From an optimization exercise on the open Yosys and OpenROAD flow, aimed at small area, a short achievable clock period and few clock cycles; shortcuts taken in it are not production practice.
At most, simulation tests tie the RTL to the original design; equivalence was not proved.
Function not checked in run 1: the RTL went through the layout flow alone.

==> design.v <==
package ssp_pkg;
	localparam int STEP_W  = 10;
	localparam int CAP_W   = 16;
	localparam int CNT16_W = 16;
	localparam int ACC_W   = 17;
	localparam int SLOT_W  = 32;
	localparam int PEND_W  = 5;
	localparam int X_W     = 13;    
	localparam int P_W     = 22;    
	localparam int DQ_W    = 21;    
	localparam int L_W     = 8;     
	localparam int DIVI_W  = 17;    
	localparam int SH_W    = 20;    
	localparam int IN_W    = 80;
	localparam int OUT_W   = 72;
	localparam int APB_AW  = 3;
	localparam logic [1:0] OP_TICK  = 2'd0;
	localparam logic [1:0] OP_RAISE = 2'd1;
	localparam logic [1:0] OP_SKIP  = 2'd2;
	localparam logic [1:0] OP_NOP   = 2'd3;
	localparam logic REG_STEP_MS  = 1'b0;
	localparam logic REG_DIFF_CAP = 1'b1;
	localparam logic [STEP_W-1:0] STEP_MS_RST  = 10'd120;
	localparam logic [CAP_W-1:0]  DIFF_CAP_RST = 16'd60000;
	function automatic logic [3:0] tier_m(input logic [CNT16_W-1:0] count);
		if (count <= 16'd1500)      tier_m = 4'd2;
		else if (count <= 16'd2500) tier_m = 4'd3;
		else if (count <= 16'd2750) tier_m = 4'd4;
		else if (count <= 16'd3000) tier_m = 4'd6;
		else if (count <= 16'd3250) tier_m = 4'd7;
		else                        tier_m = 4'd8;
	endfunction
	function automatic logic [3:0] bit_len10(input logic [9:0] v);
		bit_len10 = 4'd0;
		for (int i = 0; i < 10; i++) begin
			if (v[i]) bit_len10 = 4'(i + 1);
		end
	endfunction
	function automatic logic [3:0] bit_len13(input logic [12:0] v);
		bit_len13 = 4'd0;
		for (int i = 0; i < 13; i++) begin
			if (v[i]) bit_len13 = 4'(i + 1);
		end
	endfunction
	function automatic logic [4:0] bit_len22(input logic [21:0] v);
		bit_len22 = 5'd0;
		for (int i = 0; i < 22; i++) begin
			if (v[i]) bit_len22 = 5'(i + 1);
		end
	endfunction
	function automatic logic [3:0] div_steps(input logic [3:0] len_x, input logic [4:0] len_c);
		int e;
		e = int'(len_x) - int'(len_c) + 10;
		div_steps = 4'd0;
		for (int s = 1; s <= 7; s++) begin
			if (e > 3 * (s - 1)) div_steps = 4'(s);
		end
	endfunction
	function automatic logic [5:0] skip_bound(input logic [3:0] len_x, input logic [4:0] len_c,
		input logic big);
		int e;
		e = int'(len_x) - int'(len_c) + (big ? 8 : 7);
		if (e < 0)       skip_bound = 6'd0;
		else if (e > 17) skip_bound = {1'b1, 5'd17};
		else             skip_bound = {1'b1, 5'(e)};
	endfunction
endpackage
module ssp_div (
	input  logic [ssp_pkg::SH_W-1:0]        sh,
	input  logic [2:0]                      kmax,
	input  logic [ssp_pkg::DIVI_W-1:0]      divisor,
	input  logic [ssp_pkg::DIVI_W+1:0]      divisor3,
	input  logic [ssp_pkg::DIVI_W+2:0]      divisor5,
	input  logic [ssp_pkg::DIVI_W+2:0]      divisor7,
	output logic [2:0]                      digit,
	output logic [ssp_pkg::ACC_W-1:0]       rem_out,
	output logic [ssp_pkg::ACC_W-1:0]       rem_one     
);
	localparam int W = ssp_pkg::SH_W;
	logic [W:0]   d [8];
	logic [7:1]   fit;
	assign d[0] = {1'b0, sh};
	assign d[1] = {1'b0, sh} - (W + 1)'(divisor);
	assign d[2] = {1'b0, sh} - (W + 1)'({divisor, 1'b0});
	assign d[3] = {1'b0, sh} - (W + 1)'(divisor3);
	assign d[4] = {1'b0, sh} - (W + 1)'({divisor, 2'b00});
	assign d[5] = {1'b0, sh} - (W + 1)'(divisor5);
	assign d[6] = {1'b0, sh} - (W + 1)'({divisor3, 1'b0});
	assign d[7] = {1'b0, sh} - (W + 1)'(divisor7);
	assign rem_one = d[1][ssp_pkg::ACC_W-1:0];
	always_comb begin
		for (int k = 1; k < 8; k++) begin
			fit[k] = ~d[k][W] & (3'(k) <= kmax);
		end
		digit   = 3'd0;
		rem_out = sh[ssp_pkg::ACC_W-1:0];
		for (int k = 1; k < 8; k++) begin
			if (fit[k]) begin
				digit   = 3'(k);
				rem_out = d[k][ssp_pkg::ACC_W-1:0];
			end
		end
	end
endmodule
module ssp_queue #(
	parameter int DEPTH = 16
) (
	input  logic                          clk,
	input  logic                          arst_n,
	input  logic                          push,
	input  logic                          pop,
	input  logic                          clear,
	input  logic [ssp_pkg::SLOT_W-1:0]    push_data,
	output logic [ssp_pkg::SLOT_W-1:0]    head_data,
	output logic [$clog2(DEPTH+1)-1:0]    count,
	output logic                          empty,
	output logic                          full
);
	localparam int IDX_W = $clog2(DEPTH);
	localparam int CNT_W = $clog2(DEPTH + 1);
	logic [ssp_pkg::SLOT_W-1:0] mem_q [DEPTH];
	logic [IDX_W-1:0]           head_q;
	logic [CNT_W-1:0]           count_q;
	logic [IDX_W-1:0]           tail;
	assign tail = head_q + count_q[IDX_W-1:0];
	always_ff @(posedge clk or negedge arst_n) begin
		if (!arst_n) begin
			head_q  <= '0;
			count_q <= '0;
		end else if (clear) begin
			head_q  <= '0;
			count_q <= '0;
		end else if (push) begin
			count_q <= count_q + 1'b1;
		end else if (pop) begin
			head_q  <= head_q + 1'b1;
			count_q <= count_q - 1'b1;
		end
	end
	always_ff @(posedge clk) begin
		if (!count_q[CNT_W-1]) begin
			mem_q[tail] <= push_data;
		end
	end
	logic [ssp_pkg::SLOT_W-1:0] head_rd_q;
	logic [IDX_W-1:0]           head_nx;
	assign head_nx = head_q + 1'b1;
	always_ff @(posedge clk) begin
		if (push && (count_q == '0)) begin
			head_rd_q <= push_data;
		end else if (pop) begin
			head_rd_q <= mem_q[head_nx];
		end
	end
	assign head_data = head_rd_q;
	assign count     = count_q;
	assign empty     = (count_q == '0);
	assign full      = count_q[CNT_W-1];
endmodule
module save_slot_pacer_top #(
	parameter int SKIP_DEPTH = 16
) (
	input  logic                         clk,
	input  logic                         arst_n,
	input  logic                         psel,
	input  logic                         penable,
	input  logic                         pwrite,
	input  logic [ssp_pkg::APB_AW-1:0]   paddr,
	input  logic [31:0]                  pwdata,
	output logic [31:0]                  prdata,
	output logic                         pready,
	input  logic                         s_tvalid,
	output logic                         s_tready,
	input  logic [ssp_pkg::IN_W-1:0]     s_tdata,
	input  logic [1:0]                   s_tuser,
	output logic                         m_tvalid,
	input  logic                         m_tready,
	output logic [ssp_pkg::OUT_W-1:0]    m_tdata
);
	localparam int CNT_W  = $clog2(SKIP_DEPTH + 1);
	localparam int SLOT_W = ssp_pkg::SLOT_W;
	localparam int ACC_W  = ssp_pkg::ACC_W;
	localparam int CW     = ssp_pkg::CNT16_W;
	localparam int X_W    = ssp_pkg::X_W;
	localparam int P_W    = ssp_pkg::P_W;
	localparam int QW     = ssp_pkg::DQ_W;
	localparam int L_W    = ssp_pkg::L_W;
	localparam int DW     = ssp_pkg::DIVI_W;
	localparam int SH_W   = ssp_pkg::SH_W;
	localparam int S_IDLE  = 0;
	localparam int S_SETUP = 1;
	localparam int S_DIV   = 2;
	localparam int S_LOOP  = 3;
	localparam int S_CHECK = 4;
	localparam int S_FIN   = 5;
	localparam int S_N     = 6;
	logic [S_N-1:0]                st_q;
	logic [ssp_pkg::STEP_W-1:0]    step_ms_q;
	logic [ssp_pkg::CAP_W-1:0]     diff_cap_q;
	logic [SLOT_W-1:0]             ctr_q;      
	logic [2:0]                    adv_q;      
	logic [SLOT_W-1:0]             ctr;        
	logic [SLOT_W-1:0]             ceil_q;
	logic [ACC_W-1:0]              acc_q;
	logic                          mv_q;
	logic                          dropped_q;
	logic [DW-1:0]                 cl_q;       
	logic [DW+1:0]                 cl3_q;      
	logic [DW+2:0]                 cl5_q;      
	logic [DW+2:0]                 cl7_q;      
	logic [4:0]                    lenc_q;     
	logic [3:0]                    lenx_q;     
	logic [QW-1:0]                 dq_q;       
	logic [QW-1:0]                 qo_q;       
	logic [SH_W-1:0]               sh_q;       
	logic [3:0]                    k_q;        
	logic [L_W-1:0]                lc_q;       
	logic [L_W-1:0]                lh_q;       
	logic                          first_q;    
	logic cfg_wr;
	assign pready = 1'b1;
	assign cfg_wr = psel & penable & pwrite;
	always_comb begin
		case (paddr[2])
			ssp_pkg::REG_STEP_MS:  prdata = 32'(step_ms_q);
			ssp_pkg::REG_DIFF_CAP: prdata = 32'(diff_cap_q);
			default:               prdata = '0;
		endcase
	end
	always_ff @(posedge clk or negedge arst_n) begin
		if (!arst_n) begin
			step_ms_q  <= ssp_pkg::STEP_MS_RST;
			diff_cap_q <= ssp_pkg::DIFF_CAP_RST;
		end else if (cfg_wr) begin
			case (paddr[2])
				ssp_pkg::REG_STEP_MS:  step_ms_q  <= pwdata[ssp_pkg::STEP_W-1:0];
				ssp_pkg::REG_DIFF_CAP: diff_cap_q <= pwdata[ssp_pkg::CAP_W-1:0];
				default: ;
			endcase
		end
	end
	logic              q_push, q_pop, q_clear, q_empty, q_full;
	logic [SLOT_W-1:0] head;
	logic [CNT_W-1:0]  q_cnt;
	ssp_queue #(
		.DEPTH (SKIP_DEPTH)
	) u_queue (
		.clk       (clk),
		.arst_n    (arst_n),
		.push      (q_push),
		.pop       (q_pop),
		.clear     (q_clear),
		.push_data (s_tdata[79:48]),
		.head_data (head),
		.count     (q_cnt),
		.empty     (q_empty),
		.full      (q_full)
	);
	logic [1:0]        op;
	logic [15:0]       in_el, in_cl, in_amt;
	logic [SLOT_W:0]   diff_w;       
	logic [SLOT_W-1:0] diff;
	logic              gt, stop_c;
	logic              fire, fin_now, ge0, is_tick, t_clear, t_long;
	logic [ACC_W:0]    acc_sum;
	logic [X_W-1:0]    x_in;
	logic [X_W+1:0]    x3_in;
	logic [X_W-1:0]    step3, step7;
	logic [X_W+1:0]    step9, step21;
	assign op     = s_tuser;
	assign in_el  = s_tdata[15:0];
	assign in_cl  = s_tdata[31:16];
	assign in_amt = s_tdata[47:32];
	assign ctr    = ctr_q + SLOT_W'(adv_q);
	assign diff_w = {1'b0, ceil_q} - {1'b0, ctr};
	assign diff   = diff_w[SLOT_W-1:0];
	assign stop_c = diff_w[SLOT_W];                   
	assign gt     = ~diff_w[SLOT_W] & (|diff);        
	assign is_tick = (op == ssp_pkg::OP_TICK);
	assign t_clear = is_tick & gt & (in_cl == '0);
	assign t_long  = is_tick & gt & (in_cl != '0);
	assign s_tready = (st_q[S_IDLE] & (~mv_q | m_tready)) | (fin_now & m_tready);
	assign fire     = s_tvalid & s_tready;
	assign m_tvalid = mv_q | fin_now;
	assign q_push  = fire & (op == ssp_pkg::OP_SKIP) & ~q_full;
	assign q_clear = fire & t_clear;
	assign acc_sum = {1'b0, acc_q} + (ACC_W + 1)'(in_el);
	assign step3  = X_W'(step_ms_q) + X_W'({step_ms_q, 1'b0});
	assign step7  = X_W'({step_ms_q, 3'b000}) - X_W'(step_ms_q);
	assign step9  = (X_W + 2)'({step_ms_q, 3'b000}) + (X_W + 2)'(step_ms_q);
	assign step21 = (X_W + 2)'(step7) + (X_W + 2)'({step7, 1'b0});
	logic [3:0]                 len_s, len_s3, len_s7, lenx_in;
	logic [ssp_pkg::STEP_W-1:0] step_nx;
	logic [X_W-1:0]             step3_nx, step7_nx;
	assign step_nx  = (cfg_wr && paddr[2] == ssp_pkg::REG_STEP_MS) ? pwdata[ssp_pkg::STEP_W-1:0]
	                                                             : step_ms_q;
	assign step3_nx = X_W'(step_nx) + X_W'({step_nx, 1'b0});
	assign step7_nx = X_W'({step_nx, 3'b000}) - X_W'(step_nx);
	always_ff @(posedge clk or negedge arst_n) begin
		if (!arst_n) begin
			len_s  <= ssp_pkg::bit_len10(ssp_pkg::STEP_MS_RST);
			len_s3 <= ssp_pkg::bit_len13(13'(ssp_pkg::STEP_MS_RST) * 13'd3);
			len_s7 <= ssp_pkg::bit_len13(13'(ssp_pkg::STEP_MS_RST) * 13'd7);
		end else begin
			len_s  <= ssp_pkg::bit_len10(step_nx);
			len_s3 <= ssp_pkg::bit_len13(step3_nx);
			len_s7 <= ssp_pkg::bit_len13(step7_nx);
		end
	end
	always_comb begin
		case (ssp_pkg::tier_m(in_cl))
			4'd2:    lenx_in = (len_s == '0) ? 4'd0 : len_s + 4'd1;
			4'd3:    lenx_in = len_s3;
			4'd4:    lenx_in = (len_s == '0) ? 4'd0 : len_s + 4'd2;
			4'd6:    lenx_in = (len_s3 == '0) ? 4'd0 : len_s3 + 4'd1;
			4'd7:    lenx_in = len_s7;
			default: lenx_in = (len_s == '0) ? 4'd0 : len_s + 4'd3;
		endcase
	end
	always_comb begin
		case (ssp_pkg::tier_m(in_cl))
			4'd2: begin
				x_in  = X_W'({step_ms_q, 1'b0});
				x3_in = (X_W + 2)'({step3, 1'b0});
			end
			4'd3: begin
				x_in  = step3;
				x3_in = step9;
			end
			4'd4: begin
				x_in  = X_W'({step_ms_q, 2'b00});
				x3_in = (X_W + 2)'({step3, 2'b00});
			end
			4'd6: begin
				x_in  = X_W'({step3, 1'b0});
				x3_in = (X_W + 2)'({step9, 1'b0});
			end
			4'd7: begin
				x_in  = step7;
				x3_in = step21;
			end
			default: begin
				x_in  = X_W'({step_ms_q, 3'b000});
				x3_in = (X_W + 2)'({step3, 3'b000});
			end
		endcase
	end
	logic [CW:0]       allow;
	logic              clamp;
	logic [P_W-1:0]    prod;
	logic [4:0]        len_x;
	logic              skip_div;
	logic [3:0]        steps;
	logic [CW-1:0]     rem0;
	logic [QW-1:0]     dv0;
	logic [SLOT_W:0]   head_gap;     
	logic              head_le;      
	logic [L_W-1:0]    lh_new, lc_chk, lc_setup;
	logic [SLOT_W-1:0] lc_src;
	assign allow = (CW + 1)'(cl_q[CW-1:0]) + (CW + 1)'(q_cnt);
	assign clamp = diff > SLOT_W'(allow);
	logic       big_x;
	assign prod  = P_W'({dq_q[X_W-1:0], 9'b0}) - P_W'({sh_q[X_W+1:0], 2'b00});
	assign len_x = 5'(lenx_q);
	always_comb begin
		big_x = 1'b0;
		for (int i = 0; i < X_W - 1; i++) begin
			if ((5'(i) + 5'd2 <= len_x) && (5'(i) + 5'd6 >= len_x) && dq_q[i]) begin
				big_x = 1'b1;
			end
		end
	end
	logic [5:0]  skip_b, skip_n;    
	logic [4:0]  skip_e;
	logic [16:0] a_hi;
	always_comb begin
		steps  = ssp_pkg::div_steps(lenx_q, lenc_q);
		skip_b = ssp_pkg::skip_bound(lenx_q, lenc_q, 1'b1);
		skip_n = ssp_pkg::skip_bound(lenx_q, lenc_q, 1'b0);
	end
	assign skip_e = big_x ? skip_b[4:0] : skip_n[4:0];
	always_comb begin
		for (int i = 0; i < ACC_W; i++) begin
			a_hi[i] = acc_q[i] & (5'(i) >= skip_e);
		end
	end
	assign skip_div = (len_x != '0) && (big_x ? skip_b[5] : skip_n[5]) && (a_hi == '0);
	always_comb begin
		rem0 = '0;
		dv0  = '0;
		for (int s = 0; s <= QW / 3; s++) begin
			if (steps == 4'(s)) begin
				rem0 = CW'(prod >> (3 * s));
				dv0  = QW'({prod, QW'(0)} >> (3 * s));
			end
		end
	end
	assign head_gap = {1'b0, head} - {1'b0, ctr} - 33'd1;
	assign head_le  = head_gap[SLOT_W];
	assign lh_new   = q_empty ? '1 :
	                  head_le ? '0 :
	                  (|head_gap[SLOT_W-1:L_W]) ? '1 : head_gap[L_W-1:0];
	assign lc_src   = clamp ? SLOT_W'(allow) : diff;
	assign lc_setup = (|lc_src[SLOT_W-1:L_W]) ? '1 : lc_src[L_W-1:0];
	assign lc_chk   = (|diff[SLOT_W-1:L_W]) ? '1 : diff[L_W-1:0];
	logic              in_loop;
	logic [2:0]        kmax, digit;
	logic [ACC_W-1:0]  rem_nx, rem_one;
	logic              i_big, lim1, single;
	logic [ACC_W-1:0]  one_acc;      
	logic [L_W-1:0]    lmin;
	assign in_loop = st_q[S_LOOP];
	assign i_big   = |qo_q[QW-1:ACC_W];
	assign lim1    = (lc_q != '0) & (lh_q != '0);
	assign single  = first_q | ~lim1;
	assign lmin    = (lc_q < lh_q) ? lc_q : lh_q;
	always_comb begin
		if (in_loop) begin
			kmax = single ? 3'd1 : (lmin >= L_W'(7)) ? 3'd7 : lmin[2:0];
		end else begin
			kmax = 3'd7;
		end
	end
	ssp_div u_div (
		.sh       (sh_q),
		.kmax     (kmax),
		.divisor  (cl_q),
		.divisor3 (cl3_q),
		.divisor5 (cl5_q),
		.divisor7 (cl7_q),
		.digit    (digit),
		.rem_out  (rem_nx),
		.rem_one  (rem_one)
	);
	logic [QW-1:0] qo_nx;
	always_comb begin
		qo_nx = qo_q;
		for (int s = 1; s <= QW / 3; s++) begin
			if (k_q == 4'(s)) begin
				qo_nx[3 * (s - 1) +: 3] = digit;
			end
		end
		if ((k_q == 4'd1) && (qo_q == '0) && (digit[2:1] == 2'b00)) begin
			qo_nx[0] = 1'b1;
		end
	end
	logic div_out;
	assign div_out = st_q[S_DIV] & (qo_q > QW'(acc_q));
	assign ge0 = in_loop & ~i_big & (acc_q >= cl_q);
	assign one_acc = (rem_one > ACC_W'(diff_cap_q)) ? ACC_W'(diff_cap_q) : rem_one;
	logic [2:0]        n_adv;
	logic [SLOT_W-1:0] ceil_clamp;
	assign n_adv      = in_loop ? digit : 3'd1;
	assign ceil_clamp = ctr + SLOT_W'(allow);
	logic pop_c;
	assign pop_c  = ~q_empty & head_le;
	assign q_pop  = st_q[S_CHECK] & pop_c;
	assign fin_now = (in_loop & ~ge0) | div_out | st_q[S_FIN];
	logic [DW+1:0] cl3_nx;
	logic [DW+2:0] cl5_nx, cl7_nx;
	assign cl3_nx = (DW + 2)'(cl_q) + (DW + 2)'({cl_q, 1'b0});
	assign cl5_nx = (DW + 3)'(cl_q) + (DW + 3)'({cl_q, 2'b00});
	assign cl7_nx = (DW + 3)'({cl_q, 3'b000}) - (DW + 3)'(cl_q);
	always_ff @(posedge clk or negedge arst_n) begin
		if (!arst_n) begin
			st_q   <= S_N'(1) << S_IDLE;
			ctr_q  <= '0;
			adv_q  <= '0;
			ceil_q <= '0;
			acc_q  <= '0;
			mv_q   <= 1'b0;
		end else begin
			ctr_q <= ctr;
			adv_q <= '0;
			mv_q <= fire ? ~t_long : (mv_q & ~m_tready);
			if (fire) begin
				st_q <= t_long ? (S_N'(1) << S_SETUP) : (S_N'(1) << S_IDLE);
				if (op == ssp_pkg::OP_RAISE) begin
					ceil_q <= ceil_q + SLOT_W'(in_amt);
				end
				if (t_clear) begin
					ctr_q  <= '0;
					adv_q  <= '0;
					ceil_q <= '0;
					acc_q  <= '0;
				end
				if (t_long) begin
					acc_q <= acc_sum[ACC_W] ? '1 : acc_sum[ACC_W-1:0];
				end
			end else if (fin_now) begin
				if (m_tready) begin
					st_q <= S_N'(1) << S_IDLE;
				end
			end else begin
				if (st_q[S_SETUP]) begin
					if (clamp) begin
						ceil_q <= ceil_clamp;
					end
					st_q <= (skip_div || steps == 4'd0) ? (S_N'(1) << S_LOOP) : (S_N'(1) << S_DIV);
				end
				if (st_q[S_DIV]) begin
					if (k_q == 4'd1) begin
						st_q <= S_N'(1) << S_LOOP;
					end
				end
				if (st_q[S_LOOP]) begin
					adv_q <= n_adv;
					acc_q <= first_q ? one_acc : rem_nx;
					if (!lim1) begin
						st_q <= S_N'(1) << S_CHECK;
					end
				end
				if (st_q[S_CHECK]) begin
					if (pop_c) begin
						adv_q <= n_adv;
					end else if (stop_c) begin
						acc_q <= '0;
						st_q  <= S_N'(1) << S_FIN;
					end else begin
						st_q <= S_N'(1) << S_LOOP;
					end
				end
			end
		end
	end
	always_ff @(posedge clk) begin
		if (fire) begin
			dropped_q <= (op == ssp_pkg::OP_SKIP) & q_full;
			cl_q      <= DW'(in_cl);
			lenc_q    <= ssp_pkg::bit_len22(22'(in_cl));
			lenx_q    <= lenx_in;
			dq_q      <= QW'(x_in);
			sh_q      <= SH_W'(x3_in);
		end else if (!fin_now) begin
			if (st_q[S_SETUP]) begin
				cl3_q   <= cl3_nx;
				cl5_q   <= cl5_nx;
				cl7_q   <= cl7_nx;
				if (steps == 4'd0) begin
					cl_q <= DW'(1);
				end
				if (skip_div || steps == 4'd0) begin
					sh_q <= SH_W'(acc_q);
				end else begin
					sh_q <= {1'b0, rem0, dv0[QW-1:QW-3]};
				end
				dq_q    <= {dv0[QW-4:0], 3'b000};
				qo_q    <= skip_div ? '1 : (steps == 4'd0) ? QW'(1) : '0;
				k_q     <= steps;
				first_q <= 1'b1;
				lc_q    <= lc_setup;
				lh_q    <= lh_new;
			end
			if (st_q[S_DIV]) begin
				if (k_q == 4'd1) begin
					sh_q <= SH_W'(acc_q);
				end else begin
					sh_q <= {1'b0, rem_nx[CW-1:0], dq_q[QW-1:QW-3]};
				end
				dq_q  <= {dq_q[QW-4:0], 3'b000};
				qo_q  <= qo_nx;
				k_q   <= k_q - 1'b1;
				if (k_q == 4'd1) begin
					cl_q <= qo_nx[DW-1:0];
				end
			end
			if (st_q[S_LOOP]) begin
				first_q <= 1'b0;
				sh_q    <= SH_W'(first_q ? one_acc : rem_nx);
				if (first_q) begin
					cl3_q <= cl3_nx;
					cl5_q <= cl5_nx;
					cl7_q <= cl7_nx;
				end
				lc_q    <= lc_q - L_W'(n_adv);
				lh_q    <= lh_q - L_W'(n_adv);
			end
			if (st_q[S_CHECK]) begin
				lc_q <= lc_chk;
				lh_q <= lh_new;
			end
		end
	end
	assign m_tdata = {2'b00, dropped_q, ssp_pkg::PEND_W'(q_cnt), ceil_q, ctr};
endmodule
==> run.sh <==
#!/bin/bash
# synth_recipe.tcl (not shown) runs the flow's synth.tcl, then flattens the netlist and writes it again
# the make line also repeats each setting of config.mk as NAME=value (left out here)
make -C /OpenROAD-flow-scripts/flow DESIGN_CONFIG=/design/flow/config.mk WORK_HOME=/design/flow/orfs CLKGATE_MAP_FILE= SYNTH_SCRIPT=/design/flow/synth_recipe.tcl finish
==> config.mk <==
export PLATFORM = sky130hd
export DESIGN_NAME = save_slot_pacer_top
export DESIGN_NICKNAME = save_slot_pacer_top
export VERILOG_FILES = /design/flow/design.v
export SDC_FILE = /design/flow/constraint.sdc
export NUM_CORES = 4
export LEC_CHECK = 0
export CAP_MARGIN = 20
export CORE_MARGIN = 2
export CORE_UTILIZATION = 40
export SETUP_SLACK_MARGIN = 3.0
export SLEW_MARGIN = 20
export TNS_END_PERCENT = 5
==> constraint.sdc <==
create_clock -name core_clock -period 8.0 [get_ports {clk}]
set_input_delay 1.6000 -clock core_clock [delete_from_list [all_inputs] [get_ports {clk}]]
set_output_delay 1.6000 -clock core_clock [all_outputs]
set_load 0.01 [all_outputs]
==> impl_metrics.csv, run 1 <==
group,metric,value,unit
layout,multi_input_area,0.0357,mm^2
sta,hold_viol,0,
layout,seqCellArea,0.0247,mm^2
critical_path,cp-end-kind,"flop",
place,io_buffers,193,
drt,wl_per_cell,25.2,um
layout,final_cell_mix,"edfxtp_1, ha_1, nor2_1, a21oi_1, nand2_1",
clock_network,cts-root-buf,"clkbuf_16",
drt,wl,210,mm
drt,ant_nets,0,
drt,drt_iter0_markers,4748,
floorplanning,die_w,393,um
sta,period_minus_slack,5530,ps
floorplanning,io_pins,231,
synth,yosysTopAreaCell,"edfxtp_1",
floorplanning,rows,142,
synth,syn_avg_cell_area,10.3,um^2
critical_path,rr_worst_depth,23,
layout,final_cells,8324,
critical_path,r2r_end,"acc_q[16]",
synth,ys_seq_area_frac,0.409,
synth,yosysWarnings,4,
sta,setup_violations,0,
floorplanning,chipHeight,393,um
layout,synthToLayoutAreaGrowth,19.2,%
global_route,grt_pass1_vias,48100,
synth,postSynth.asyncResetShare,0.162,
sta,finClkSkew,64.3,ps
min_path,hold_path.class,"reg -> reg",
synth,synth_edf_count,699,
place,dpl.hpwl,148,mm
synth,synthTopCellsByArea,"edfxtp_1, ha_1, mux4_2",
sta,setup-tns-final,0,ps
clock_network,cts_hold_buf,0,
synth,synth_cell_type_count,119,
place,dpl.cell_count,7954,
global_route,gr-total-overflow,0,
sta,worstMarginPinSlew,1070,ps
synth,synth_top_area_frac,0.347,
drt,first_pass_iters,6,
layout,fillCellCount,13800,
floorplanning,die_area,0.154,mm^2
layout,drive_above_1_share,0.179,
critical_path,crit_type,"reg -> reg",
synth,synth-seq-cells,850,
sta,finalCritPeriodShare,0.691,
clock_network,h-tree-depth,3,
clock_network,clkSlewWorstSetupHoldPaths,60,ps
critical_path,cp.required,8580,ps
clock_network,clock_sinks,850,
critical_path,start_kind,"flop",
synth,synth-main-ff-cell,"edfxtp_1",
clock_network,cts_buffers,97,
drt,viasPerCell,6.04,
drt,via_count,50300,
layout,final_common_cell,"edfxtp_1",
sta,slew_violations,0,
critical_path,crit_arrival,6110,ps
sta,max_freq,181,MHz
job,drv_cap,0,
synth,syn-cell-area,0.0605,mm^2
floorplanning,start_util,0.403,
run_status,status,"no timing/DRC/antenna violations",
floorplanning,core_area,0.150,mm^2
min_path,holdPathStages,2,
min_path,hp-start,"dq_q[17]",
clock_network,clkLatencyLatePin,770,ps
global_route,grtUsageTotal,0.264,
critical_path,reg2reg_slack,2470,ps
drt,drc_errors,0,
global_route,grt_max_degree,129,
critical_path,rr_startpoint,"ctr_q[1]",
clock_network,cts.path.max_buffers,3,
critical_path,cp_max_fo,6,
synth,syn_inst,5845,
sta,slew-limit-headroom,0.284,
global_route,grt_pass1_wl,309,mm
clock_network,cts_tree,"built",
sta,rsz0062_at_grt,"true",
layout,nets,6878,
min_path,hold_end,"dq_q[17]",
global_route,antenna_found_initial,6,
place,place.gp.congestion,0.957,
layout,final_util,0.481,
sta,whs,463,ps
## metrics by stage
stage / instance area, um^2 / setup WS [ps]
global placement: 65200 / 1260
detailed placement: 65200 / 1170
floorplan: 60700 / 2690
CTS: 70600 / 2580
finish: 72100 / 2470
global route: 72100 / 2290
## kinds of logic after synthesis
group | Yosys count | share of synthesized area
AO/OA/AOI/OAI | 1641 | 0.181
multiplexers | 289 | 0.0824
adder cells (fa/ha/maj) | 525 | 0.112
AND/OR/NAND/NOR | 1583 | 0.126
flip-flops | 850 | 0.409
buffers and inverters | 617 | 0.0408
XOR/XNOR | 338 | 0.0494
other | 2 | 0.000124
## routing by layer
metal  GRT usage  up-vias  part of all wire
met2       0.433     2021              0.47
met4       0.116        4             0.048
met3      0.0371      427             0.067
met1       0.348    25000              0.41
met5           0        -           0.00013
li1            -    22900                 -
## cells in the mapped netlist, types with 71 or more instances
| master | number |
|---|---|
| a21o_1 | 106 |
| a21oi_1 | 430 |
| clkbuf_1 | 160 |
| dfrtp_1 | 119 |
| edfxtp_1 | 699 |
| ha_1 | 501 |
| inv_1 | 379 |
| mux2_2 | 71 |
| mux4_2 | 160 |
| nand2_1 | 405 |
| nand3_1 | 114 |
| nor2_1 | 487 |
| nor2b_1 | 72 |
| nor3_1 | 101 |
| o21ai_0 | 326 |
| xnor2_1 | 232 |
| xor2_1 | 103 |
## cell type report
| class | instances | area share |
|---|---|---|
| multi-input cells | 4399 | 0.495 |
| flip-flops and latches | 850 | 0.343 |
| repair buffers | 493 | 0.0618 |
| clock buffers | 128 | 0.0363 |
| well taps | 2016 | 0.0350 |
| inverters | 388 | 0.0213 |
| clock inverters | 49 | 0.00732 |
| diodes | 1 | 0.0000347 |
## registers in the layout, summed over array words and instances (netlist names), 5 cells and up
name and count:
u_queue.mem_q 512, cl3_q 19, step_ms_q 10, lh_q 8, sh_q 19, ctr_q 32, st_q 6, cl_q 17
dq_q 21, u_queue.count_q 5, diff_cap_q 16, u_queue.head_rd_q 32, cl7_q 20, acc_q 17, lenc_q 5, cl5_q 20
qo_q 21, lc_q 8, ceil_q 32
## how the worst max path moves through the flow
stage | endpoint | startpoint
after floorplan | sh_q[6] | lenx_q[0]
after global placement | acc_q[15] | ctr_q[3]
after detailed placement | acc_q[13] | ctr_q[3]
after CTS | m_tvalid | cl_q[7]
after global routing | ceil_q[1] | ctr_q[0]
final | acc_q[16] | ctr_q[1]
## worst max-delay path, stage by stage (launching register included)
cell	delay (ps)
dfrtp_1	410
ha_1	310
a21o_1	190
a21oi_4	250
nor2_4	80
and3_4	190
xnor2_2	130
buf_4	160
ha_4	270
a211oi_4	220
and3b_2	250
or4_4	470
o21ai_4	180
buf_6	120
mux2i_1	240
nor4_2	80
and4b_1	200
nand4_1	80
buf_6	120
buf_6	90
and4bb_4	280
o31ai_4	490
nand2_4	160
a221o_1	390
## timing repair
action / in CTS / in global routing
setup buffers: 118 / 66
pin swaps: 65 / 74
setup endpoints to repair: 398 / 421
gates cloned: 5 / 3
gates resized for setup: 288 / 205
==> run 2: changes to the inputs <==
--- a/design.v
+++ b/design.v
@@ -258,9 +258,11 @@
 	);
 	logic [1:0]        op;
 	logic [15:0]       in_el, in_cl, in_amt;
-	logic [SLOT_W:0]   diff_w;       
-	logic [SLOT_W-1:0] diff;
+	logic [SLOT_W+1:0] diff_w;       
+	logic [SLOT_W-1:0] diff;         
 	logic              gt, stop_c;
+	logic [3:0]        ctr_lo;       
+	logic              ctr_wrap;     
 	logic              fire, fin_now, ge0, is_tick, t_clear, t_long;
 	logic [ACC_W:0]    acc_sum;
 	logic [X_W-1:0]    x_in;
@@ -271,11 +273,21 @@
 	assign in_el  = s_tdata[15:0];
 	assign in_cl  = s_tdata[31:16];
 	assign in_amt = s_tdata[47:32];
-	assign ctr    = ctr_q + SLOT_W'(adv_q);
-	assign diff_w = {1'b0, ceil_q} - {1'b0, ctr};
+	assign ctr      = ctr_q + SLOT_W'(adv_q);
+	assign ctr_lo   = {1'b0, ctr_q[2:0]} + {1'b0, adv_q};
+	assign ctr_wrap = (&ctr_q[SLOT_W-1:3]) & ctr_lo[3];
+	logic [SLOT_W+1:0] cs_s, cs_c;
+	logic [SLOT_W+1:0] cs_a, cs_b, cs_d;
+	assign cs_a = {2'b00, ceil_q};
+	assign cs_b = ~{2'b00, ctr_q};
+	assign cs_d = ~{31'd0, adv_q};
+	assign cs_s = cs_a ^ cs_b ^ cs_d;
+	assign cs_c = (cs_a & cs_b) | (cs_a & cs_d) | (cs_b & cs_d);
+	assign diff_w = cs_s + {cs_c[SLOT_W:0], 1'b1} + 34'd1;
 	assign diff   = diff_w[SLOT_W-1:0];
-	assign stop_c = diff_w[SLOT_W];                   
-	assign gt     = ~diff_w[SLOT_W] & (|diff);        
+	assign stop_c = ctr_wrap ? ((ceil_q[SLOT_W-1:3] == '0) && (ceil_q[2:0] < ctr_lo[2:0]))
+	                         : diff_w[SLOT_W+1];
+	assign gt     = ~stop_c & (|diff);        
 	assign is_tick = (op == ssp_pkg::OP_TICK);
 	assign t_clear = is_tick & gt & (in_cl == '0);
 	assign t_long  = is_tick & gt & (in_cl != '0);
@@ -353,7 +365,7 @@
 	logic [3:0]        steps;
 	logic [CW-1:0]     rem0;
 	logic [QW-1:0]     dv0;
-	logic [SLOT_W:0]   head_gap;     
+	logic [SLOT_W+1:0] head_gap;     
 	logic              head_le;      
 	logic [L_W-1:0]    lh_new, lc_chk, lc_setup;
 	logic [SLOT_W-1:0] lc_src;
@@ -395,8 +407,16 @@
 			end
 		end
 	end
-	assign head_gap = {1'b0, head} - {1'b0, ctr} - 33'd1;
-	assign head_le  = head_gap[SLOT_W];
+	logic [SLOT_W+1:0] hs_s, hs_c;
+	logic [SLOT_W+1:0] hs_a, hs_b, hs_d;
+	assign hs_a = {2'b00, head};
+	assign hs_b = ~{2'b00, ctr_q};
+	assign hs_d = ~{31'd0, adv_q};
+	assign hs_s = hs_a ^ hs_b ^ hs_d;
+	assign hs_c = (hs_a & hs_b) | (hs_a & hs_d) | (hs_b & hs_d);
+	assign head_gap = hs_s + {hs_c[SLOT_W:0], 1'b1};
+	assign head_le  = ctr_wrap ? ((head[SLOT_W-1:3] == '0) && (head[2:0] <= ctr_lo[2:0]))
+	                           : head_gap[SLOT_W+1];
 	assign lh_new   = q_empty ? '1 :
 	                  head_le ? '0 :
 	                  (|head_gap[SLOT_W-1:L_W]) ? '1 : head_gap[L_W-1:0];
@@ -496,7 +516,8 @@
 					if (clamp) begin
 						ceil_q <= ceil_clamp;
 					end
-					st_q <= (skip_div || steps == 4'd0) ? (S_N'(1) << S_LOOP) : (S_N'(1) << S_DIV);
+					st_q <= skip_div ? (S_N'(1) << S_FIN) :
+					        (steps == 4'd0) ? (S_N'(1) << S_LOOP) : (S_N'(1) << S_DIV);
 				end
 				if (st_q[S_DIV]) begin
 					if (k_q == 4'd1) begin
@@ -539,13 +560,13 @@
 				if (steps == 4'd0) begin
 					cl_q <= DW'(1);
 				end
-				if (skip_div || steps == 4'd0) begin
+				if (steps == 4'd0) begin
 					sh_q <= SH_W'(acc_q);
 				end else begin
 					sh_q <= {1'b0, rem0, dv0[QW-1:QW-3]};
 				end
 				dq_q    <= {dv0[QW-4:0], 3'b000};
-				qo_q    <= skip_div ? '1 : (steps == 4'd0) ? QW'(1) : '0;
+				qo_q    <= (steps == 4'd0) ? QW'(1) : '0;
 				k_q     <= steps;
 				first_q <= 1'b1;
 				lc_q    <= lc_setup;
--- a/config.mk
+++ b/config.mk
@@ -8,6 +8,6 @@
 export CAP_MARGIN = 20
 export CORE_MARGIN = 2
 export CORE_UTILIZATION = 40
-export SETUP_SLACK_MARGIN = 3.0
+export SETUP_SLACK_MARGIN = 3.6
 export SLEW_MARGIN = 20
 export TNS_END_PERCENT = 5
==> impl_metrics.csv, run 2 <==
group,metric,value,unit
critical_path,cp_cell_sequence,"inv_1 -> ha_1 -> a21o_1 -> a21o_1 -> a21oi_2 -> nor3b_2 -> nor4_4 -> buf_6 -> nor3_4 -> buf_6 -> a21oi_4 -> buf_6",
synth,synth_common_cells,"edfxtp_1, ha_1, inv_1",
synth,yosysWarnings,4,
layout,final_common_cell,"edfxtp_1",
sta,hold_viol,0,
clock_network,clkSlewWorstSetupHoldPaths,60,ps
floorplanning,die_w,399,um
synth,syn_avg_cell_area,10.2,um^2
min_path,hp-start,"dq_q[13]",
critical_path,reg2reg_slack,3020,ps
synth,synth_top_area_frac,0.336,
layout,largest_reg_flops,512,
sta,worstMarginPinSlew,1110,ps
critical_path,path_buf_inv,4,
drt,drt_iter0_markers,4996,
layout,synthToLayoutAreaGrowth,21.7,%
sta,final.setup.worst_slack,2950,ps
floorplanning,chipHeight,399,um
critical_path,cp.depth,12,
critical_path,cp.required,6400,ps
synth,synth_cell_type_count,110,
critical_path,crit_arrival,3450,ps
clock_network,clock_sinks,850,
clock_network,cts.path.max_buffers,3,
job,drv_cap,0,
critical_path,crit_type,"reg -> out",
critical_path,start_kind,"flop",
drt,met1_length,94.1,mm
layout,drive_above_1_share,0.199,
sta,setup_violations,0,
min_path,holdPathStages,2,
layout,regMostFlops,"u_queue.mem_q",
floorplanning,core_area,0.156,mm^2
sta,finalCritPeriodShare,0.631,
floorplanning,rows,145,
global_route,gr-total-overflow,0,
critical_path,cp-end-kind,"output port",
layout,nets,7338,
floorplanning,start_util,0.401,
global_route,grt_pass1_wl,325,mm
floorplanning,die_area,0.160,mm^2
drt,routed-wl-met3,16.7,mm
place,dpl.hpwl,157,mm
synth,syn_inst,6139,
drt,wl_per_cell,25.5,um
drt,ant_nets,0,
critical_path,rr_worst_depth,23,
place,io_buffers,193,
synth,yosysTopAreaCell,"edfxtp_1",
clock_network,h-tree-depth,3,
layout,final_cell_mix,"edfxtp_1, ha_1, inv_1, nor2_1, nand2_1",
synth,synthTopCellsByArea,"edfxtp_1, ha_1, mux4_2",
critical_path,worst_path_max_delay_cell,"edfxtp_1",
critical_path,r2r_end,"ceil_q[16]",
drt,wl,223,mm
sta,max_freq,198,MHz
drt,met2WireLength,101,mm
floorplanning,io_pins,231,
critical_path,cp_max_fo,5,
synth,synth-main-ff-cell,"edfxtp_1",
critical_path,rr_startpoint,"ceil_q[2]",
synth,ys_seq_area_frac,0.395,
sta,setup-tns-final,0,ps
drt,viasPerCell,6.04,
drt,first_pass_iters,9,
drt,drc_errors,0,
critical_path,cp_top_family,"buffers and inverters",
synth,postSynth.asyncResetShare,0.162,
min_path,hold_end,"dq_q[13]",
drt,via_count,53000,
global_route,grt_pass1_vias,50600,
global_route,antenna_found_initial,19,
sta,slew-limit-headroom,0.252,
clock_network,cts-root-buf,"clkbuf_16",
critical_path,max_stage_delay,530,ps
run_status,status,"no timing/DRC/antenna violations",
synth,synth_edf_count,699,
sta,slew_violations,0,
clock_network,cts_hold_buf,0,
drt,routed.top_layer,"met5",
layout,final_util,0.488,
min_path,hold_path.class,"reg -> reg",
sta,finClkSkew,84.7,ps
place,place_ws,1580,ps
global_route,grt_max_degree,110,
global_route,grtUsageTotal,0.271,
clock_network,cts_buffers,96,
synth,synth.most_common_cell,"edfxtp_1",
critical_path,cp_common_cell,"buf_6",
synth,synth-seq-cells,850,
sta,rsz0062_at_grt,"true",
clock_network,cts_tree,"built",
clock_network,clkLatencyLatePin,770,ps
sta,period_minus_slack,5050,ps
place,place.gp.congestion,0.982,
synth,syn-cell-area,0.0626,mm^2
run 2: changes by cell type after synthesis, sizes merged, moves of 19 or more:
cell / change
a21oi: -28
and2: +20
ha: +63
inv: +149
nand2: +33
nand3: +19
nor2: -27
nor3: +26
nor4: +20
o211ai: +19
o221ai: -20
run 2: tightest hold or removal path: stages, from the launching register on:
cell and delay [ps]:
dfxtp_1 330, nand2_1 50, o21ai_0 60
run 2: cell families after synthesis:
kind of cell	after synthesis	synth area share
XOR/XNOR	343	0.0486
buffers and inverters	755	0.0472
adder cells (fa/ha/maj)	595	0.123
other	2	0.000120
AND/OR/NAND/NOR	1628	0.126
flip-flops	850	0.395
multiplexers	302	0.0825
AO/OA/AOI/OAI	1664	0.178
run 2: how the worst max path moves through the flow:
| stage | startpoint | end | slack (ps) |
|---|---|---|---|
| finish | cl_q[9] | s_tready | 2950 |
| global route | ctr_q[1] | ceil_q[16] | 2890 |
| CTS | acc_q[1] | s_tready | 2920 |
| detailed placement | lenx_q[2] | sh_q[9] | 1580 |
| global placement | lenx_q[2] | sh_q[9] | 1690 |
| floorplan | lenx_q[0] | sh_q[10] | 3190 |
run 2: metrics by stage:
| stage | hold slack [ps] | instances | instance area [um^2] |
|---|---|---|---|
| after global placement | 437 | 8283 | 67400 |
| final | 460 | 8762 | 76100 |
| after global routing | 481 | 8759 | 76100 |
| after detailed placement | 444 | 8283 | 67400 |
| after floorplan | 425 | 6156 | 62900 |
| after CTS | 458 | 8650 | 74100 |
run 2: layout make-up:
class | count | area [um^2]
inverters | 535 | 2080
diodes | 7 | 17.5
multi-input cells | 4554 | 38000
flip-flops and latches | 850 | 24800
well taps | 2058 | 2570
clock inverters | 55 | 739
fillers | 14200 | 79700
repair buffers | 582 | 5360
clock buffers | 121 | 2560
run 2: per-layer routing:
layer	GRT usage	vias to the layer above
li1	-	24100
met1	0.366	26300
met2	0.427	2144
met3	0.0446	476
met4	0.120	18
met5	0	-
run 2: what timing repair did:
action,CTS,global route
resized for setup,387,269
pin swaps,102,111
setup buffers,185,103
gates cloned,6,2
setup endpoints to repair,436,415
Testbench counts of run 2, summed over its fixed seeds: cycles 19,164.
==> run 3: changes to the inputs <==
--- a/config.mk
+++ b/config.mk
@@ -5,9 +5,10 @@
 export SDC_FILE = /design/flow/constraint.sdc
 export NUM_CORES = 4
 export LEC_CHECK = 0
+export ABC_AREA = 1
 export CAP_MARGIN = 20
 export CORE_MARGIN = 2
 export CORE_UTILIZATION = 40
-export SETUP_SLACK_MARGIN = 3.6
+export SETUP_SLACK_MARGIN = 3.0
 export SLEW_MARGIN = 20
 export TNS_END_PERCENT = 5
==> impl_metrics.csv, run 3 <==
group,metric,value,unit
sta,slew_violations,0,
sta,finalCritPeriodShare,0.639,
sta,finClkSkew,57.7,ps
place,dpl.hpwl,152,mm
synth,yosysWarnings,4,
clock_network,clock_sinks,850,
place,place_area,0.0665,mm^2
place,io_buffers,193,
drt,viasPerCell,5.62,
synth,synthTopCellsByArea,"edfxtp_1, ha_1, nand2_1",
synth,synth_common_cells,"nand2_1, inv_1, nor2_1",
sta,setup_violations,0,
synth,syn_inst,7457,
critical_path,worst_path_max_delay_cell,"clkdlybuf4s50_1",
sta,whs,459,ps
synth,ys_seq_area_frac,0.398,
global_route,grt_pass1_vias,51700,
synth,synth-main-ff-cell,"edfxtp_1",
global_route,gr-total-overflow,0,
synth,syn_avg_cell_area,8.33,um^2
sta,final.setup.worst_slack,2890,ps
synth,synth_top_area_frac,0.338,
global_route,grt_pass1_wl,320,mm
run_status,status,"no timing/DRC/antenna violations",
floorplanning,core_area,0.154,mm^2
sta,hold_viol,0,
critical_path,crit_arrival,3510,ps
floorplanning,die_w,398,um
layout,regMostFlops,"u_queue.mem_q",
synth,synth.most_common_cell,"nand2_1",
clock_network,cts-root-buf,"clkbuf_16",
floorplanning,io_pins,231,
critical_path,cp-end-kind,"output port",
layout,fin_area,0.0724,mm^2
drt,wl_per_cell,21.9,um
clock_network,h-tree-depth,3,
critical_path,max_stage_delay,460,ps
critical_path,cp_max_fo,6,
sta,period_minus_slack,5110,ps
critical_path,cp.required,6400,ps
floorplanning,rows,144,
clock_network,cts_tree,"built",
sta,worstMarginPinSlew,1080,ps
layout,nets,8501,
critical_path,cp_cell_sequence,"ha_4 -> fa_2 -> nand2_1 -> nand2_2 -> nand3_4 -> nor2_4 -> nand2_1 -> inv_2 -> nand2_1 -> nor3b_2 -> nand4_1 -> nor3_2 -> nand3_2 -> nand2_4 -> inv_1 -> clkdlybuf4s50_1",
sta,rsz0062_at_grt,"true",
floorplanning,chipHeight,398,um
clock_network,cts.path.max_buffers,3,
global_route,antenna_found_initial,21,
synth,synth-seq-cells,850,
critical_path,start_kind,"flop",
synth,yosysTopAreaCell,"edfxtp_1",
layout,synthToLayoutAreaGrowth,16.6,%
critical_path,cp_top_family,"simple AND/OR/NAND/NOR gates",
synth,synth_edf_count,699,
drt,drc_errors,0,
drt,via_count,55700,
critical_path,crit_type,"reg -> out",
synth,synth_cell_type_count,79,
min_path,hold_path.class,"reg -> reg",
synth,postSynth.asyncResetShare,0.162,
drt,wl,217,mm
drt,ant_nets,0,
layout,final_common_cell,"nand2_1",
critical_path,cp_common_cell,"nand2_1",
critical_path,path_buf_inv,3,
clock_network,cts_buffers,98,
layout,final_cell_mix,"nand2_1, inv_1, nor2_1, edfxtp_1, o21ai_0",
job,drv_cap,0,
place,place.gp.congestion,0.991,
clock_network,clkSlewWorstSetupHoldPaths,60,ps
sta,max_freq,196,MHz
layout,drive_above_1_share,0.0913,
floorplanning,start_util,0.403,
clock_network,clkLatencyLatePin,760,ps
drt,first_pass_iters,6,
global_route,grtUsageTotal,0.265,
place,place_ws,1690,ps
sta,slew-limit-headroom,0.280,
drt,drt_iter0_markers,5973,
synth,syn-cell-area,0.0621,mm^2
floorplanning,die_area,0.158,mm^2
sta,setup-tns-final,0,ps
global_route,grt_max_degree,163,
layout,largest_reg_flops,512,
## run 3: repair_timing
action / CTS / global route
cloned: 5 / 6
pin swaps: 20 / 78
setup buffers: 94 / 66
gates resized for setup: 158 / 183
endpoints found under the setup margin: 340 / 217
hold buffers: 0 / 0
endpoints found under the hold margin: 0 / 0
## run 3: worst paths after layout
check                                   end      start  slack, ps  cells after the start
max in group asynchronous          len_s[3]     arst_n       5510                      2
min in group asynchronous         ctr_q[25]     arst_n        910                      1
worst max-delay path            m_tdata[20]   adv_q[0]       2890                     16
worst min register to register     dq_q[16]   dq_q[16]        460                      2
worst max register to register     sh_q[12]  lenx_q[0]       2940                     38
worst min-delay path               dq_q[16]   dq_q[16]        460                      2
## run 3: area by class of cell
cell class / count / area (um^2)
Clock buffer: 123 / 2600
Sequential cell: 850 / 24700
Timing Repair inverter: 1 / 5.00
Antenna cell: 6 / 15.0
Tap cell: 2044 / 2560
Fill cell: 14900 / 81700
Inverter: 998 / 3880
Multi-Input combinational cell: 5392 / 33800
Timing Repair Buffer: 441 / 4010
Clock inverter: 60 / 733
## run 3: cell families after synthesis
kind of cell,Yosys count,share of synthesized area
other,2,0.000121
xor gates and xnor gates,341,0.0482
DFF,850,0.398
and+or+nand+nor,2576,0.172
muxes,97,0.0157
buffers and inverters,1240,0.0771
adders and majority gates,595,0.124
AOI/OAI and AO/OA,1756,0.165
## run 3: per-stage QoR
stage	cells	utilization
after global routing	9909	0.470
after CTS	9837	0.462
after global placement	9555	0.432
after detailed placement	9555	0.432
final	9915	0.470
after floorplan	7474	-
## run 3: worst reg2reg max path, delay by kind of cell, from the launching register on
family	cells	cell delay (ps)
AO/OA/AOI/OAI	3	460
adder cells (fa/ha/maj)	4	930
buffers and inverters	10	830
flip-flops	1	400
AND/OR/NAND/NOR	21	2170
## run 3: layer usage
| metal | wire, um | GRT usage | share of wire | vias up |
|---|---|---|---|---|
| li1 | - | - | - | 26400 |
| met1 | 97600 | 0.382 | 0.45 | 26600 |
| met2 | 94000 | 0.405 | 0.43 | 2300 |
| met3 | 17800 | 0.0402 | 0.082 | 418 |
| met4 | 7280 | 0.0866 | 0.034 | 30 |
| met5 | 196 | 0 | 0.00090 | - |
==> run 4: changes to the inputs <==
--- a/config.mk
+++ b/config.mk
@@ -5,7 +5,6 @@
 export SDC_FILE = /design/flow/constraint.sdc
 export NUM_CORES = 4
 export LEC_CHECK = 0
-export ABC_AREA = 1
 export CAP_MARGIN = 20
 export CORE_MARGIN = 2
 export CORE_UTILIZATION = 40
==> impl_metrics.csv, run 4 <==
group,metric,value,unit
run_status,status,"no timing/DRC/antenna violations",
synth,postSynth.asyncResetShare,0.162,
drt,wl,220,mm
critical_path,crit_arrival,5680,ps
drt,ant_nets,0,
clock_network,cts_hold_buf,0,
layout,fillCellCount,14300,
layout,regMostFlops,"u_queue.mem_q",
floorplanning,die_w,399,um
synth,synth_cell_type_count,110,
layout,final_cell_mix,"edfxtp_1, ha_1, inv_1, nand2_1, nor2_1",
synth,syn-cell-area,0.0626,mm^2
sta,setup-tns-final,0,ps
drt,drt_iter0_markers,4796,
global_route,grt_pass1_vias,49300,
sta,rsz0062_at_grt,"true",
layout,fin_area,0.0739,mm^2
floorplanning,rows,145,
clock_network,clkSlewWorstSetupHoldPaths,60,ps
critical_path,rr_worst_depth,20,
clock_network,clock_sinks,850,
clock_network,cts_buffers,97,
sta,slew_violations,0,
layout,final_common_cell,"edfxtp_1",
sta,finClkSkew,91.6,ps
drt,drc_errors,0,
global_route,grt_pass1_wl,321,mm
place,dpl.hpwl,157,mm
drt,first_pass_iters,7,
floorplanning,die_area,0.160,mm^2
synth,yosysWarnings,4,
global_route,grtUsageTotal,0.268,
layout,largest_reg_flops,512,
critical_path,cp.required,8500,ps
floorplanning,io_pins,231,
job,drv_cap,0,
global_route,gr-total-overflow,0,
sta,final.setup.worst_slack,2830,ps
layout,synthToLayoutAreaGrowth,18.1,%
floorplanning,chipHeight,399,um
critical_path,max_stage_delay,520,ps
sta,setup_violations,0,
drt,wl_per_cell,25.4,um
sta,max_freq,193,MHz
critical_path,r2r_end,"sh_q[0]",
critical_path,crit_type,"reg -> reg",
synth,synthTopCellsByArea,"edfxtp_1, ha_1, mux4_2",
layout,nets,7229,
critical_path,cp_cell_sequence,"ha_1 -> nor2_1 -> a21oi_4 -> a31o_4 -> clkinv_4 -> ha_2 -> a41oi_2 -> ha_1 -> nor4bb_4 -> nand3_2 -> nor3_2 -> mux2_4 -> a21oi_4 -> buf_8 -> nand2b_1 -> o22ai_1 -> a2111oi_1 -> o21ai_0 -> a21oi_1 -> a21oi_1",
synth,synth.most_common_cell,"edfxtp_1",
sta,period_minus_slack,5170,ps
clock_network,cts.path.max_buffers,3,
synth,synth-seq-cells,850,
clock_network,h-tree-depth,3,
sta,hold_viol,0,
clock_network,cts_tree,"built",
critical_path,start_kind,"flop",
synth,yosysTopAreaCell,"edfxtp_1",
critical_path,cp-end-kind,"flop",
synth,synth-main-ff-cell,"edfxtp_1",
synth,synth_common_cells,"edfxtp_1, ha_1, inv_1",
floorplanning,core_area,0.156,mm^2
synth,ys_seq_area_frac,0.395,
synth,synth_edf_count,699,
sta,finalCritPeriodShare,0.647,
place,place_area,0.0673,mm^2
global_route,antenna_found_initial,21,
place,place_ws,1430,ps
clock_network,clkLatencyLatePin,780,ps
synth,syn_inst,6139,
critical_path,worst_path_max_delay_cell,"edfxtp_1",
global_route,grt_max_degree,87,
min_path,hold_end,"dq_q[14]",
clock_network,cts-root-buf,"clkbuf_16",
min_path,hp-start,"dq_q[14]",
drt,via_count,52200,
place,place.gp.congestion,1.01,
layout,drive_above_1_share,0.157,
critical_path,reg2reg_slack,2830,ps
critical_path,rr_startpoint,"lenx_q[2]",
place,io_buffers,193,
floorplanning,start_util,0.401,
drt,viasPerCell,6.03,
sta,worstMarginPinSlew,1030,ps
critical_path,cp_max_fo,22,
sta,slew-limit-headroom,0.308,
min_path,hold_path.class,"reg -> reg",
synth,synth_top_area_frac,0.336,
synth,syn_avg_cell_area,10.2,um^2
min_path,holdPathStages,2,
[run 4: cell families (layout without fill, tap and decap cells)]
family	count (synthesis)	in the layout	synth area share
buffers and inverters	755	1192	0.0472
xor gates and xnor gates	343	343	0.0486
AOI/OAI and AO/OA	1664	1665	0.178
adders and majority gates	595	595	0.123
muxes	302	302	0.0825
and+or+nand+nor	1628	1628	0.126
DFF	850	850	0.395
other	2	26	0.000120
[run 4: worst max-delay path by stage]
stage	from	end	slack [ps]	cells past startpoint
finish	lenx_q[2]	sh_q[0]	2830	20
global route	lenx_q[0]	sh_q[5]	2700	24
detailed placement	lenx_q[0]	sh_q[10]	1430	23
CTS	cl_q[0]	ceil_q[24]	2830	20
floorplan	lenx_q[0]	sh_q[3]	2960	26
global placement	ceil_q[1]	ceil_q[5]	1550	21
[run 4: repair_timing]
item                       in CTS  in global routing
gates cloned                    3                  0
pin swaps                      38                 84
gates resized for setup       185                175
buffers inserted              100                 70
setup endpoints to repair     222                213
[run 4: cell type report]
| class | count | area, um^2 | share of cell area |
|---|---|---|---|
| Inverter | 535 | 2060 | 0.0279 |
| Multi-Input combinational cell | 4552 | 36700 | 0.497 |
| Timing Repair Buffer | 474 | 4270 | 0.0578 |
| Sequential cell | 850 | 24700 | 0.335 |
| Tap cell | 2058 | 2570 | 0.0349 |
| Clock buffer | 118 | 2540 | 0.0343 |
| Clock inverter | 65 | 973 | 0.0132 |
| Antenna cell | 7 | 17.5 | 0.000237 |
[run 4: stage by stage]
| step | hold slack, ps | util | cells |
|---|---|---|---|
| CTS | 458 | 0.465 | 8582 |
| global route | 500 | 0.474 | 8655 |
| global placement | 438 | 0.432 | 8295 |
| finish | 456 | 0.474 | 8659 |
| floorplan | 425 | - | 6156 |
| detailed placement | 444 | 0.432 | 8296 |
[run 4: worst max-delay path: cells and delay by family (launching register included)]
| kind | cells | cell delay, ps |
|---|---|---|
| simple gates | 5 | 590 |
| compound gates | 9 | 2040 |
| fa+ha+maj | 3 | 980 |
| buf+inv | 2 | 450 |
| mux | 1 | 360 |
| flops | 1 | 520 |
[run 4: per-layer routing]
metal | global-route usage | part of all wire
met5 | 0 | 0.00066
met4 | 0.107 | 0.043
met3 | 0.0450 | 0.076
met2 | 0.422 | 0.45
met1 | 0.368 | 0.43
==> run 5: changes to the inputs <==
--- a/config.mk
+++ b/config.mk
@@ -8,6 +8,6 @@
 export CAP_MARGIN = 20
 export CORE_MARGIN = 2
 export CORE_UTILIZATION = 40
-export SETUP_SLACK_MARGIN = 3.0
+export SETUP_SLACK_MARGIN = 3.3
 export SLEW_MARGIN = 20
-export TNS_END_PERCENT = 5
+export TNS_END_PERCENT = 20
==> impl_metrics.csv, run 5 <==
group,metric,value,unit
run_status,status,"no timing/DRC/antenna violations",
sta,setup-tns-final,0,ps
floorplanning,core_area,0.156,mm^2
place,place_ws,1750,ps
place,io_buffers,193,
floorplanning,start_util,0.401,
clock_network,cts.path.max_buffers,3,
synth,synth.most_common_cell,"edfxtp_1",
sta,hold_viol,0,
synth,synth_top_area_frac,0.336,
global_route,grt_max_degree,102,
place,place.gp.congestion,0.989,
clock_network,clkSlewWorstSetupHoldPaths,60,ps
drt,drt_iter0_markers,5282,
floorplanning,die_area,0.160,mm^2
drt,ant_nets,0,
sta,setup_violations,0,
critical_path,crit_type,"reg -> out",
min_path,hold_path.class,"reg -> reg",
sta,period_minus_slack,5110,ps
synth,yosysTopAreaCell,"edfxtp_1",
global_route,grtUsageTotal,0.276,
drt,drc_errors,0,
layout,regMostFlops,"u_queue.mem_q",
place,dpl.hpwl,158,mm
synth,yosysWarnings,4,
clock_network,cts_hold_buf,0,
synth,syn_avg_cell_area,10.2,um^2
critical_path,start_kind,"flop",
clock_network,cts-root-buf,"clkbuf_16",
clock_network,clkLatencyLatePin,770,ps
sta,whs,459,ps
synth,syn_inst,6139,
sta,worstMarginPinSlew,1080,ps
layout,final_cell_mix,"edfxtp_1, ha_1, inv_1, nand2_1, nor2_1",
synth,syn-cell-area,0.0626,mm^2
sta,rsz0062_at_grt,"true",
global_route,grt_pass1_wl,331,mm
drt,wl_per_cell,25.6,um
floorplanning,io_pins,231,
clock_network,clock_sinks,850,
drt,via_count,53200,
clock_network,cts_buffers,98,
critical_path,cp.required,6400,ps
floorplanning,chipHeight,399,um
sta,slew_violations,0,
synth,postSynth.asyncResetShare,0.162,
sta,finClkSkew,77.4,ps
synth,synth-seq-cells,850,
synth,synth-main-ff-cell,"edfxtp_1",
critical_path,cp_max_fo,5,
job,drv_cap,0,
clock_network,cts_tree,"built",
synth,synthTopCellsByArea,"edfxtp_1, ha_1, mux4_2",
synth,ys_seq_area_frac,0.395,
layout,drive_above_1_share,0.194,
sta,max_freq,196,MHz
layout,nets,7362,
clock_network,h-tree-depth,3,
sta,final.setup.worst_slack,2890,ps
layout,synthToLayoutAreaGrowth,21.7,%
global_route,gr-total-overflow,0,
layout,largest_reg_flops,512,
critical_path,crit_arrival,3510,ps
floorplanning,die_w,399,um
sta,slew-limit-headroom,0.276,
global_route,grt_pass1_vias,50600,
synth,synth_edf_count,699,
floorplanning,rows,145,
drt,viasPerCell,6.05,
drt,first_pass_iters,9,
drt,wl,225,mm
synth,synth_common_cells,"edfxtp_1, ha_1, inv_1",
synth,synth_cell_type_count,110,
sta,finalCritPeriodShare,0.639,
global_route,antenna_found_initial,25,
layout,final_common_cell,"edfxtp_1",
critical_path,cp-end-kind,"output port",
-- run 5: cell counts after synthesis --
Identical to the previous run, type by type.
-- run 5: path summary, 6_finish.rpt --
path / slack (ps) / from / cells past startpoint / end
max reg2reg: 2910 / ceil_q[1] / 23 / ceil_q[12]
max in group asynchronous: 5850 / arst_n / 2 / ctr_q[21]
max: 2890 / adv_q[2] / 8 / m_tdata[20]
min in group asynchronous: 780 / arst_n / 1 / diff_cap_q[10]
min reg2reg: 460 / dq_q[13] / 2 / dq_q[13]
min: 460 / dq_q[13] / 2 / dq_q[13]
-- run 5: cell type report --
class / instances / area, um^2
Sequential cell: 850 / 24800
Tap cell: 2058 / 2570
Fill cell: 14200 / 79700
Antenna cell: 7 / 17.5
Clock inverter: 71 / 877
Clock buffer: 111 / 2500
Inverter: 535 / 2090
Multi-Input combinational cell: 4555 / 37700
Timing Repair Buffer: 603 / 5580
-- run 5: through the flow --
stage          utilization  cells  instance area [um^2]
2_1_floorplan            -   6156                 62900
3_3_place_gp         0.433   8296                 67500
3_5_place_dp         0.433   8296                 67500
4_1_cts              0.480   8710                 74800
5_1_grt              0.488   8788                 76100
6_report             0.489   8790                 76100
-- run 5: routing by layer --
metal	GRT usage	vias to the layer above	wire, um
li1	-	24100	-
met1	0.381	26300	96300
met2	0.426	2222	100000
met3	0.0458	486	17500
met4	0.119	30	10800
met5	0	-	178
-- run 5: cells by family after synthesis --
group                    share of synthesized area
AO/OA/AOI/OAI                                0.178
buffers and inverters                       0.0472
adder cells (fa/ha/maj)                      0.123
other                                     0.000120
flip-flops                                   0.395
XOR/XNOR                                    0.0486
multiplexers                                0.0825
AND/OR/NAND/NOR                              0.126
-- run 5: worst max-delay path, cell delays in order, from the launching register on --
cell and delay [ps]:
dfrtp_1 420, inv_2 80, ha_2 450, a21oi_1 200
nor3_2 440, nand3_1 160, xnor2_1 490, inv_1 80
clkdlybuf4s50_1 490
-- run 5: what timing repair did --
| item | 4_1_cts | 5_1_grt |
|---|---|---|
| resized for setup | 441 | 140 |
| gates cloned | 6 | 1 |
| setup endpoints to repair | 382 | 235 |
| buffers inserted | 226 | 72 |
| pin swaps | 147 | 89 |
| hold endpoints to repair | 0 | 0 |

[port drivers added, routing unchanged]
The flow's constraints put no driver on any port. The routed layouts listed below were extracted and timed again, unchanged, in two steps. Step 1 sets driving cells, clkbuf_16 on the clock port and buf_2 on the other inputs (assumed; they add their load-dependent delay and slew). Step 2 also shifts input and output timing later by t, the mid clock arrival at the registers, as if the neighbouring blocks saw the same clock. a / b / c = no drivers / after step 1 / after step 2; a / b = the first two.
run	t (ns)	setup WS [ns]	worst hold slack (ns)	slew at the worst register clock pin (ns)	pins driven straight from the clock port
run 1	0.809	2.473 / 2.473 / 1.781	0.463 / 0.463 / 0.463	0.07 / 0.07	1
run 2	0.811	2.951 / 2.868 / 2.218	0.460 / 0.460 / 0.460	0.06 / 0.06	1
run 3	0.804	2.888 / 2.811 / 2.133	0.459 / 0.459 / 0.459	0.07 / 0.07	1
run 4	0.807	2.825 / 2.760 / 2.118	0.456 / 0.456 / 0.456	0.07 / 0.07	1
run 5	0.822	2.888 / 2.801 / 2.324	0.459 / 0.459 / 0.459	0.07 / 0.07	1
After both steps setup and hold are still met in every run listed. The setup slack of run 3, which loses most, moves by -0.077 ns with the drivers and by -0.755 ns with both steps.
